Source: an optimization exercise on an open RTL-to-GDS flow (aim: small area). Production flows keep margins and buffers that such runs may drop.
Where RTL was checked, it was by simulation tests only, not by an equivalence proof against the original.
Power is estimated from default activity; no workload was simulated. The clock port is modelled as an ideal driver; clocking choices that lean on that would not hold on a real chip.

Setup of main:
==> flow/design.v <==
module rsign_ctrl #(
    parameter int unsigned FM_DEPTH   = 64,
    parameter int unsigned PARA_WIDTH = 16,
    parameter int unsigned FM_SIZE    = 784,
    parameter int unsigned RSIGN_LAT  = 1
) (
    input  logic                                 clk,
    input  logic                                 rstn,
    input  logic                                 para_s_valid,
    input  logic [PARA_WIDTH-1:0]                para_s_data,
    output logic                                 para_s_ready,
    input  logic                                 win_valid,
    output logic                                 in_ready,
    output logic                                 rsign_valid,
    output logic [FM_DEPTH-1:0][PARA_WIDTH-1:0]  para_out,
    output logic                                 out_valid,
    output logic                                 frame_done,
    output logic                                 para_loaded,
    output logic [$clog2(FM_SIZE+1)-1:0]         win_cnt
);
    localparam int unsigned IdxW = (FM_DEPTH > 1) ? $clog2(FM_DEPTH) : 1;
    localparam int unsigned CntW = $clog2(FM_SIZE + 1);
    logic [IdxW-1:0]                      idx_q;
    logic                                 shadow_full_q;
    logic [FM_DEPTH-1:0][PARA_WIDTH-1:0]  shadow_n_q;    
    logic [FM_DEPTH-1:0][PARA_WIDTH-1:0]  active_n_q;    
    logic                                 unloaded_q;    
    logic                                 run_q;
    logic                                 vld_q;
    logic                                 last_q;
    logic [CntW-1:0]                      win_cnt_q;
    logic                                 beat, accept, last_acc, commit;
    assign para_s_ready = ~shadow_full_q;
    assign beat         = para_s_valid & ~shadow_full_q;
    assign in_ready     = run_q | ~(unloaded_q | last_q | shadow_full_q);
    assign accept       = win_valid & in_ready;
    assign rsign_valid  = accept;
    assign out_valid    = vld_q;
    assign frame_done   = last_q;
    assign para_out     = ~(active_n_q | {(FM_DEPTH*PARA_WIDTH){unloaded_q}});
    assign para_loaded  = ~unloaded_q;
    assign win_cnt      = win_cnt_q;
    assign last_acc = accept & (win_cnt_q == CntW'(FM_SIZE - 1));
    assign commit   = shadow_full_q & ~run_q;
    always_ff @(posedge clk) begin
        if (beat) shadow_n_q <= {~para_s_data, shadow_n_q[FM_DEPTH-1:1]};
    end
    always_ff @(posedge clk or negedge rstn) begin
        if (!rstn) begin
            idx_q         <= '0;
            shadow_full_q <= 1'b0;
        end else if (beat) begin
            idx_q <= idx_q + IdxW'(1);
            if (idx_q == IdxW'(FM_DEPTH - 1)) shadow_full_q <= 1'b1;
        end else if (commit) begin
            shadow_full_q <= 1'b0;
        end
    end
    always_ff @(posedge clk) begin
        if (commit) active_n_q <= shadow_n_q;
    end
    always_ff @(posedge clk or negedge rstn) begin
        if (!rstn) begin
            unloaded_q <= 1'b1;
        end else if (commit) begin
            unloaded_q <= 1'b0;
        end
    end
    always_ff @(posedge clk or negedge rstn) begin
        if (!rstn) begin
            run_q     <= 1'b0;
            vld_q     <= 1'b0;
            last_q    <= 1'b0;
            win_cnt_q <= '0;
        end else begin
            vld_q  <= accept;
            last_q <= last_acc;
            if (accept) run_q <= ~last_acc;
            if (last_q) win_cnt_q <= '0;
            else if (accept) win_cnt_q <= win_cnt_q + CntW'(1);
        end
    end
endmodule
export LEC_CHECK = 0
export CAP_MARGIN = 20
export CORE_MARGIN = 2
export CORE_UTILIZATION = 40
export SLEW_MARGIN = 20
create_clock -name core_clock -period 5.0 [get_ports {clk}]
standard.sh (not shown) runs the stock make flow with config.mk's settings and CLKGATE_MAP_FILE= SYNTH_SCRIPT=/design/flow/synth_recipe.tcl, a recipe that flattens the netlist after the stock synthesis.
==> flow/flow/run.sh <==
#!/bin/bash
# Standard ORFS layout, with the smallest buffer on the ports and a clock tree of
# larger sink clusters without dummy loads.
set -euo pipefail
export BUFFER_PORTS_ARGS="-buffer_cell sky130_fd_sc_hd__buf_1"
export CTS_ARGS="-sink_clustering_enable -repair_clock_nets -dont_use_dummy_load -sink_clustering_size 25 -sink_clustering_max_diameter 150"
bash standard.sh > standard_flow.log 2>&1
Relative to main, the following input files were edited for the feature branch:
--- a/flow/design.v
+++ b/flow/design.v
@@ -23,23 +23,23 @@
     logic [IdxW-1:0]                      idx_q;
     logic                                 shadow_full_q;
     logic [FM_DEPTH-1:0][PARA_WIDTH-1:0]  shadow_n_q;    
     logic [FM_DEPTH-1:0][PARA_WIDTH-1:0]  active_n_q;    
-    logic                                 unloaded_q;    
+    logic                                 para_loaded_q;
     logic                                 run_q;
     logic                                 vld_q;
     logic                                 last_q;
     logic [CntW-1:0]                      win_cnt_q;
     logic                                 beat, accept, last_acc, commit;
     assign para_s_ready = ~shadow_full_q;
     assign beat         = para_s_valid & ~shadow_full_q;
-    assign in_ready     = run_q | ~(unloaded_q | last_q | shadow_full_q);
+    assign in_ready     = run_q | (para_loaded_q & ~last_q & ~shadow_full_q);
     assign accept       = win_valid & in_ready;
     assign rsign_valid  = accept;
     assign out_valid    = vld_q;
     assign frame_done   = last_q;
-    assign para_out     = ~(active_n_q | {(FM_DEPTH*PARA_WIDTH){unloaded_q}});
-    assign para_loaded  = ~unloaded_q;
+    assign para_out     = ~(active_n_q | {(FM_DEPTH*PARA_WIDTH){~para_loaded_q}});
+    assign para_loaded  = para_loaded_q;
     assign win_cnt      = win_cnt_q;
     assign last_acc = accept & (win_cnt_q == CntW'(FM_SIZE - 1));
     assign commit   = shadow_full_q & ~run_q;
     always_ff @(posedge clk) begin
@@ -60,11 +60,11 @@
         if (commit) active_n_q <= shadow_n_q;
     end
     always_ff @(posedge clk or negedge rstn) begin
         if (!rstn) begin
-            unloaded_q <= 1'b1;
+            para_loaded_q <= 1'b0;
         end else if (commit) begin
-            unloaded_q <= 1'b0;
+            para_loaded_q <= 1'b1;
         end
     end
     always_ff @(posedge clk or negedge rstn) begin
         if (!rstn) begin
### Flow results
The feature branch reached the final stage; the timing, design-rule and antenna checks on its layout passed. In the feature branch the final design instance area without fill turned out 3.3% higher than in main. Floorplan die area in the feature branch vs main: up 3.8%. The feature branch: clock skew 17 ps below main. Xor and xnor area share after synthesis: the feature branch vs main — no meaningful difference. Compared with main, in the feature branch total number of tap cells grew by 121, total power grew by 15%, core utilization shrank by 0.31 points, global-route usage shrank by 1.2 points. Shortest clock period the worst path allows after layout, main and the feature branch: higher on the feature branch. Wire length on met3 shrinks by more than 10% when moving from main to the feature branch. The feature branch — average wire per cell in the routed design about 4% lower, main as reference. Compared main against the feature branch; share of synthesized cell area in full adder, half adder and majority cells within noise. The feature branch ended with more multi-input combinational gate total than main.
Function not checked in main: the RTL went through the layout flow alone.

* * *

the reference run:
Another version of the RTL of rsign_ctrl (not shown whole).
For scale: about 2,100 flip-flops, roughly 1,100 I/O pins, roughly 67,000 µm² of cells after synthesis.
==> module rsign_ctrl, before the edit <==
module rsign_ctrl #(
    parameter int unsigned FM_DEPTH   = 64,
    parameter int unsigned PARA_WIDTH = 16,
    parameter int unsigned FM_SIZE    = 784,
    parameter int unsigned RSIGN_LAT  = 1
) (
    input  logic                                 clk,
    input  logic                                 rstn,
    input  logic                                 para_s_valid,
    input  logic [PARA_WIDTH-1:0]                para_s_data,
    output logic                                 para_s_ready,
    input  logic                                 win_valid,
    output logic                                 in_ready,
    output logic                                 rsign_valid,
    output logic [FM_DEPTH-1:0][PARA_WIDTH-1:0]  para_out,
    output logic                                 out_valid,
    output logic                                 frame_done,
    output logic                                 para_loaded,
    output logic [$clog2(FM_SIZE+1)-1:0]         win_cnt
);
    localparam int unsigned IdxW = (FM_DEPTH > 1) ? $clog2(FM_DEPTH) : 1;
    localparam int unsigned CntW = $clog2(FM_SIZE + 1);
    logic [IdxW-1:0]                      idx_q;
    logic                                 shadow_full_q;
    logic [FM_DEPTH-1:0][PARA_WIDTH-1:0]  shadow_n_q;    
    logic [FM_DEPTH-1:0][PARA_WIDTH-1:0]  active_n_q;    
    logic                                 unloaded_q;    
    logic                                 run_q;
    logic                                 vld_q;
    logic                                 drain;
    logic [CntW-1:0]                      win_cnt_q;
    logic                                 beat, accept, last_acc, commit;
    assign para_s_ready = ~shadow_full_q;
    assign beat         = para_s_valid & ~shadow_full_q;
    assign in_ready     = run_q | ~(unloaded_q | drain | shadow_full_q);
    assign accept       = win_valid & in_ready;
    assign rsign_valid  = accept;
    assign out_valid    = vld_q;
    assign frame_done   = drain;
    assign para_out     = ~(active_n_q | {(FM_DEPTH*PARA_WIDTH){unloaded_q}});
    assign para_loaded  = ~unloaded_q;
    assign win_cnt      = win_cnt_q;
    localparam logic [CntW-1:0] SizeBits = CntW'(FM_SIZE);
    assign drain    = ((win_cnt_q & SizeBits) == SizeBits);
    assign last_acc = accept & (win_cnt_q == CntW'(FM_SIZE - 1));
    assign commit   = shadow_full_q & ~run_q;
    always_ff @(posedge clk) begin
        if (beat) shadow_n_q <= {~para_s_data, shadow_n_q[FM_DEPTH-1:1]};
    end
    always_ff @(posedge clk or negedge rstn) begin
        if (!rstn) begin
            idx_q         <= '0;
            shadow_full_q <= 1'b0;
        end else if (beat) begin
            idx_q <= idx_q + IdxW'(1);
            if (idx_q == IdxW'(FM_DEPTH - 1)) shadow_full_q <= 1'b1;
        end else if (commit) begin
            shadow_full_q <= 1'b0;
        end
    end
    always_ff @(posedge clk) begin
        if (commit) active_n_q <= shadow_n_q;
    end
    always_ff @(posedge clk or negedge rstn) begin
        if (!rstn) begin
            unloaded_q <= 1'b1;
        end else if (commit) begin
            unloaded_q <= 1'b0;
        end
    end
    always_ff @(posedge clk or negedge rstn) begin
        if (!rstn) begin
            run_q     <= 1'b0;
            vld_q     <= 1'b0;
            win_cnt_q <= '0;
        end else begin
            vld_q  <= accept;
            if (accept) run_q <= ~last_acc;
            if (drain) win_cnt_q <= '0;
            else if (accept) win_cnt_q <= win_cnt_q + CntW'(1);
        end
    end
endmodule
export LEC_CHECK = 0
export CAP_MARGIN = 20
export CORE_MARGIN = 2
export CORE_UTILIZATION = 65
export PLACE_DENSITY = 0.75
export SLEW_MARGIN = 20
create_clock -name core_clock -period 5.0 [get_ports {clk}]
==> flow/flow/run.sh <==
#!/bin/bash
# Standard ORFS layout, with the smallest buffer on the ports and a clock tree of
# larger sink clusters without dummy loads.
set -euo pipefail
export BUFFER_PORTS_ARGS="-buffer_cell sky130_fd_sc_hd__buf_1"
export CTS_ARGS="-sink_clustering_enable -repair_clock_nets -dont_use_dummy_load -sink_clustering_size 30 -sink_clustering_max_diameter 150"
bash standard.sh > standard_flow.log 2>&1
Relative to the reference run, the following input files were edited for the trial run:
--- a/flow/design.v
+++ b/flow/design.v
@@ -40,8 +40,7 @@
     assign para_out     = ~(active_n_q | {(FM_DEPTH*PARA_WIDTH){unloaded_q}});
     assign para_loaded  = ~unloaded_q;
     assign win_cnt      = win_cnt_q;
-    localparam logic [CntW-1:0] SizeBits = CntW'(FM_SIZE);
-    assign drain    = ((win_cnt_q & SizeBits) == SizeBits);
+    assign drain    = &(win_cnt_q | ~CntW'(FM_SIZE));
     assign last_acc = accept & (win_cnt_q == CntW'(FM_SIZE - 1));
     assign commit   = shadow_full_q & ~run_q;
     always_ff @(posedge clk) begin
Diff the reference run -> the trial run | final wirelength | down slightly
Initial antenna violation count: the trial run lower than the reference run
Sort the trial run and the reference run by sum of met2 wire segment lengths after detailed routing, descending, and the reference run comes first.
Between the reference run and the trial run, the layout overhead on the synthesized area does not differ in any meaningful way.
Compared with the reference run, worst ir drop on vdd in the trial run decreased by more than 10%.
According to the power report, total power for the trial run is higher than for the reference run.
For the final clock period utilization by the worst path, the trial run came in 0.38 points higher than the reference run did.
No functional check of the RTL was part of the trial run.

## static timing again, ports no longer ideal
In the flow no input, the clock included, has a driving cell. The finished layouts below were timed again as built, in two steps.
Step 1 assumes that a clkbuf_16 drives the clock port and a buf_2 every other input.
Step 2 adds t to the input delays and takes it off the output delays; t is the mean of the earliest and latest rising clock arrival at the registers after step 1. Input paths then give back, and output paths get back, about the clock's delay inside the block.
Three values: ideal, step 1, step 2; two values: the first two.
| run | shift t [ns] | setup WS [ns] | worst setup path after step 2 | clock arrival spread, ns | worst register clock-pin slew, ns |
|---|---|---|---|---|---|
| main | 0.770 | 1.273 / 1.183 / 1.934 | input to register | 0.121 / 0.121 | 0.10 / 0.10 |
| the feature branch | 0.779 | 0.880 / 0.798 / 1.577 | register to output | 0.091 / 0.091 | 0.11 / 0.11 |
| the reference run | 0.722 | 1.139 / 1.075 / 1.797 | register to output | 0.058 / 0.058 | 0.12 / 0.12 |
| the trial run | 0.738 | 1.120 / 1.052 / 1.790 | register to output | 0.028 / 0.028 | 0.11 / 0.11 |
After both steps setup and hold are still met in every run listed.
